Background: an optimization exercise with open tools, aiming at small area, a short achievable clock period and few clock cycles per item. Do not read the settings as production practice.

## alpha
==> flow/design.v <==
package spp_pkg;
    localparam logic [1:0] KIND_TICK = 2'd0;
    localparam logic [1:0] KIND_MOVE = 2'd1;
    localparam logic [1:0] KIND_HOME = 2'd2;
    localparam logic [1:0] MODE_IDLE   = 2'd0;
    localparam logic [1:0] MODE_SETTLE = 2'd1;
    localparam logic [1:0] MODE_STEP   = 2'd2;
    localparam logic [1:0] MODE_HOME   = 2'd3;
    localparam logic [2:0] CFG_FULL_TRAVEL   = 3'd0;
    localparam logic [2:0] CFG_STEP_PERIOD   = 3'd1;
    localparam logic [2:0] CFG_HOMING_PERIOD = 3'd2;
    localparam logic [2:0] CFG_HOMING_EXTRA  = 3'd3;
    localparam logic [2:0] CFG_SETTLE        = 3'd4;
    localparam logic [15:0] RST_FULL_TRAVEL   = 16'd2000;
    localparam logic [18:0] RST_STEP_HALF     = 19'd500;
    localparam logic [18:0] RST_HOMING_HALF   = 19'd2500;
    localparam logic [15:0] RST_HOMING_EXTRA  = 16'd500;
    localparam logic [15:0] RST_SETTLE        = 16'd1000;
    localparam logic [14:0] PERCENT_FULL_Q8 = 15'd25600;
endpackage
module stepper_position_pulser (
    input  logic               i_clk,
    input  logic               i_rst_n,
    input  logic               push,
    output logic               full,
    input  logic [1:0]         i_kind,
    input  logic signed [15:0] i_target_percent,
    input  logic               pop,
    output logic               empty,
    output logic               o_step_level,
    output logic               o_direction_level,
    output logic [15:0]        o_position_steps,
    output logic               o_busy_res,
    output logic               o_command_ignored,
    input  logic               i_cfg_valid,
    output logic               o_cfg_ready,
    input  logic [2:0]         i_cfg_index,
    input  logic [19:0]        i_cfg_data
);
    logic [15:0] c_travel, c_extra, c_settle;
    logic [18:0] c_shalf, c_hhalf;    
    assign o_cfg_ready = 1'b1;
    always_ff @(posedge i_clk) begin
        if (!i_rst_n) begin
            c_travel <= spp_pkg::RST_FULL_TRAVEL;
            c_shalf  <= spp_pkg::RST_STEP_HALF;
            c_hhalf  <= spp_pkg::RST_HOMING_HALF;
            c_extra  <= spp_pkg::RST_HOMING_EXTRA;
            c_settle <= spp_pkg::RST_SETTLE;
        end else if (i_cfg_valid) begin
            case (i_cfg_index)
                spp_pkg::CFG_FULL_TRAVEL:   c_travel <= i_cfg_data[15:0];
                spp_pkg::CFG_STEP_PERIOD:   c_shalf  <= i_cfg_data[19:1];
                spp_pkg::CFG_HOMING_PERIOD: c_hhalf  <= i_cfg_data[19:1];
                spp_pkg::CFG_HOMING_EXTRA:  c_extra  <= i_cfg_data[15:0];
                spp_pkg::CFG_SETTLE:        c_settle <= i_cfg_data[15:0];
                default: ;   
            endcase
        end
    end
    logic [18:0] hs, hh;
    assign hs = {c_shalf[18:1], c_shalf[0] | (c_shalf[18:1] == 18'd0)};
    assign hh = {c_hhalf[18:1], c_hhalf[0] | (c_hhalf[18:1] == 18'd0)};
    logic        a_v, b_v;
    logic [1:0]  a_kind, b_kind;
    logic [15:0] a_pct, b_pct;
    logic        acc, take, start;
    assign full = b_v;
    assign acc  = push && !b_v;
    always_ff @(posedge i_clk) begin
        if (!i_rst_n) begin
            a_v <= 1'b0;
            b_v <= 1'b0;
        end else if (take) begin
            if (b_v) b_v <= 1'b0;
            else     a_v <= acc;
        end else if (!a_v) begin
            a_v <= acc;
        end else if (acc) begin
            b_v <= 1'b1;
        end
    end
    always_ff @(posedge i_clk) begin
        if (take && b_v) begin
            a_kind <= b_kind;
            a_pct  <= b_pct;
        end else if (acc && (take || !a_v)) begin
            a_kind <= i_kind;
            a_pct  <= i_target_percent;
        end else if (start) begin
            a_pct  <= {1'b0, pc};            
        end
        if (acc && a_v && !take) begin
            b_kind <= i_kind;
            b_pct  <= i_target_percent;
        end
    end
    logic [15:0] pos;
    logic        dir, pulse;
    logic [1:0]  mode;
    logic [16:0] left;
    logic [18:0] timer;
    logic        ign, rv;
    logic        calc;
    logic [4:0]  cc;
    logic        fbit;
    logic [15:0] n_pos;
    logic        n_dir, n_pulse;
    logic [1:0]  n_mode;
    logic [16:0] n_left;
    logic [18:0] n_timer;
    logic        n_ign, n_rv, n_calc;
    logic [4:0]  n_cc;
    logic        idle, res_free, exec;
    logic        ph_step, ph_sub, ph_apply;
    logic [14:0] pc;
    logic [15:0] add_a, add_b;
    logic [16:0] sum;
    logic [6:0]  th;
    logic [1:0]  qd;
    logic [4:0]  rh;
    logic        tev, lone, lzero;
    logic [18:0] tdec, reload;
    logic [16:0] ldec;
    logic [15:0] pos_step;
    logic        total_zero;
    assign idle     = (mode == spp_pkg::MODE_IDLE);
    assign res_free = !rv || pop;
    assign start    = !calc && a_v && (a_kind == spp_pkg::KIND_MOVE) && idle;
    assign ph_step  = calc && !cc[4];
    assign ph_sub   = calc && (cc == 5'd16);
    assign ph_apply = calc && (cc == 5'd17);
    assign exec     = a_v && res_free &&
                      !((a_kind == spp_pkg::KIND_MOVE) && idle && !ph_apply);
    assign take     = exec;
    always_comb begin
        if (a_pct[15])                                   pc = '0;
        else if (a_pct[14:0] > spp_pkg::PERCENT_FULL_Q8) pc = spp_pkg::PERCENT_FULL_Q8;
        else                                             pc = a_pct[14:0];
    end
    always_comb begin
        if (ph_step) begin
            add_a = {timer[14:0], 1'b0};
            add_b = {1'b0, a_pct[14:0] & {15{fbit}}};
        end else if (ph_sub) begin
            add_a = left[15:0];             
            add_b = pos;
        end else begin
            add_a = c_extra;
            add_b = c_travel;
        end
    end
    assign sum = {ph_sub, add_a} + {1'b0, add_b} + {16'd0, ph_sub};
    assign th = sum[16:10];
    always_comb begin
        if (th >= 7'd50)      begin qd = 2'd2; rh = 5'(th - 7'd50); end
        else if (th >= 7'd25) begin qd = 2'd1; rh = 5'(th - 7'd25); end
        else                  begin qd = 2'd0; rh = th[4:0];        end
    end
    assign tev        = (timer == 19'd1);
    assign lzero      = (left[16:1] == 16'd0);
    assign lone       = lzero && left[0];
    assign tdec       = timer - 19'd1;
    assign ldec       = left - 17'd1;
    assign reload     = (mode == spp_pkg::MODE_HOME) ? hh : hs;
    assign pos_step   = dir ? pos + 16'd1 : pos - 16'd1;
    assign total_zero = (c_travel == 16'd0) && (c_extra == 16'd0);
    always_comb begin
        n_pos   = pos;
        n_dir   = dir;
        n_pulse = pulse;
        n_mode  = mode;
        n_left  = left;
        n_timer = timer;
        n_ign   = ign;
        n_rv    = rv && !pop;
        n_calc  = calc;
        n_cc    = cc;
        if (start) begin
            n_left[15:0]  = 16'hFFFF;         
            n_timer[14:0] = 15'd0;            
            n_calc        = 1'b1;
            n_cc          = 5'd0;
        end else if (ph_step) begin
            n_left[15:0]  = {(qd[1] ? ldec[14:0] : left[14:0]), ~qd[0]};
            n_timer[14:0] = {rh, sum[9:0]};
            n_cc          = cc + 5'd1;
        end else if (ph_sub) begin
            n_left        = sum;              
            n_cc          = cc + 5'd1;
        end
        if (exec) begin
            n_rv  = 1'b1;
            n_ign = 1'b0;
            unique case (a_kind)
                spp_pkg::KIND_TICK: begin
                    if (!idle) begin
                        n_timer = tev ? reload : tdec;
                        if (tev) begin
                            if (mode == spp_pkg::MODE_SETTLE) begin
                                n_mode  = spp_pkg::MODE_STEP;
                                n_pulse = 1'b1;
                            end else if (pulse) begin
                                n_pulse = 1'b0;
                            end else begin
                                if (mode == spp_pkg::MODE_STEP) n_pos = pos_step;
                                n_left = ldec;
                                if (lone) begin
                                    if (mode == spp_pkg::MODE_HOME) n_pos = '0;
                                    n_mode = spp_pkg::MODE_IDLE;
                                end else begin
                                    n_pulse = 1'b1;
                                end
                            end
                        end
                    end
                end
                spp_pkg::KIND_MOVE: begin
                    if (!idle) begin
                        n_ign = 1'b1;
                    end else begin
                        n_calc = 1'b0;
                        if (!(lzero && !left[0])) begin
                            n_dir  = left[16];
                            n_left = left[16] ? ~ldec : left;
                            if (c_settle == 16'd0) begin
                                n_mode  = spp_pkg::MODE_STEP;
                                n_pulse = 1'b1;
                                n_timer = hs;
                            end else begin
                                n_mode  = spp_pkg::MODE_SETTLE;
                                n_pulse = 1'b0;
                                n_timer = {3'd0, c_settle};
                            end
                        end
                    end
                end
                spp_pkg::KIND_HOME: begin
                    if (!idle) begin
                        n_ign = 1'b1;
                    end else begin
                        n_dir = 1'b0;
                        if (total_zero) begin
                            n_pos = '0;
                        end else begin
                            n_left  = sum;            
                            n_mode  = spp_pkg::MODE_HOME;
                            n_pulse = 1'b1;
                            n_timer = hh;
                        end
                    end
                end
                default: ;   
            endcase
        end
    end
    always_ff @(posedge i_clk) begin
        if (!i_rst_n) begin
            pos   <= '0;
            dir   <= 1'b0;
            pulse <= 1'b0;
            mode  <= spp_pkg::MODE_IDLE;
            rv    <= 1'b0;
            calc  <= 1'b0;
        end else begin
            pos   <= n_pos;
            dir   <= n_dir;
            pulse <= n_pulse;
            mode  <= n_mode;
            rv    <= n_rv;
            calc  <= n_calc;
        end
    end
    always_ff @(posedge i_clk) begin
        fbit <= c_travel[start ? 4'd15 : 4'(~(cc[3:0] + 4'd1))];
    end
    always_ff @(posedge i_clk) begin
        left  <= n_left;
        timer <= n_timer;
        ign   <= n_ign;
        cc    <= n_cc;
    end
    assign empty             = !rv;
    assign o_step_level      = pulse;
    assign o_direction_level = dir;
    assign o_position_steps  = pos;
    assign o_busy_res        = !idle;
    assign o_command_ignored = ign;
endmodule
Settings: LEC_CHECK=0, CAP_MARGIN=20, CORE_MARGIN=2, CORE_UTILIZATION=40, SLEW_MARGIN=20; clock period 8.0 ns.
run.sh (not shown) runs the stock make flow with config.mk's settings and CLKGATE_MAP_FILE= SYNTH_SCRIPT=/design/flow/synth_recipe.tcl, a recipe that flattens the netlist after the stock synthesis.
alpha finished all stages; the layout is clean.
#### Input delta (beta over alpha)
- SETUP_SLACK_MARGIN newly set to 5
Notes after the runs:
Status: smallest hold slack parity (alpha, beta). beta — growth of design area from synthesis to finish 15 points higher, alpha as reference. Comparing alpha with beta, the wire length per cell came out essentially unchanged. beta against alpha: buffer count from post-CTS setup fixing has increased; cell total after placement has decreased; total number of vias has increased. Clock latency on the worst-skew pair of beta is on par with alpha. Row post-route clock period utilization: beta lower / alpha higher. alpha has higher cell count of the worst reg-to-reg path than beta.
No functional check of the RTL was part of any run of this note.

## separate check: timing with driven ports
How much do the figures lean on ideal ports? The routed layouts below were timed once more, with nothing changed but the port constraints. Step 1, drivers: a clkbuf_16 drives i_clk and a buf_2 each remaining input, both assumed. Step 2 times the ports against the registers' clock, not the clock port: input delays grow and output delays shrink by t, the midpoint of the rising clock arrivals with the driver on. a / b / c = ideal ports / drivers / drivers and shift; a / b = the first two.
| run | t, ns | setup WS [ns] | latest minus earliest clock arrival (ns) |
|---|---|---|---|
| alpha | 0.508 | 1.963 / 1.963 / 1.963 | 0.018 / 0.017 |
| beta | 0.515 | 3.449 / 3.449 / 3.449 | 0.016 / 0.016 |
After both steps setup and hold are still met in every run listed.
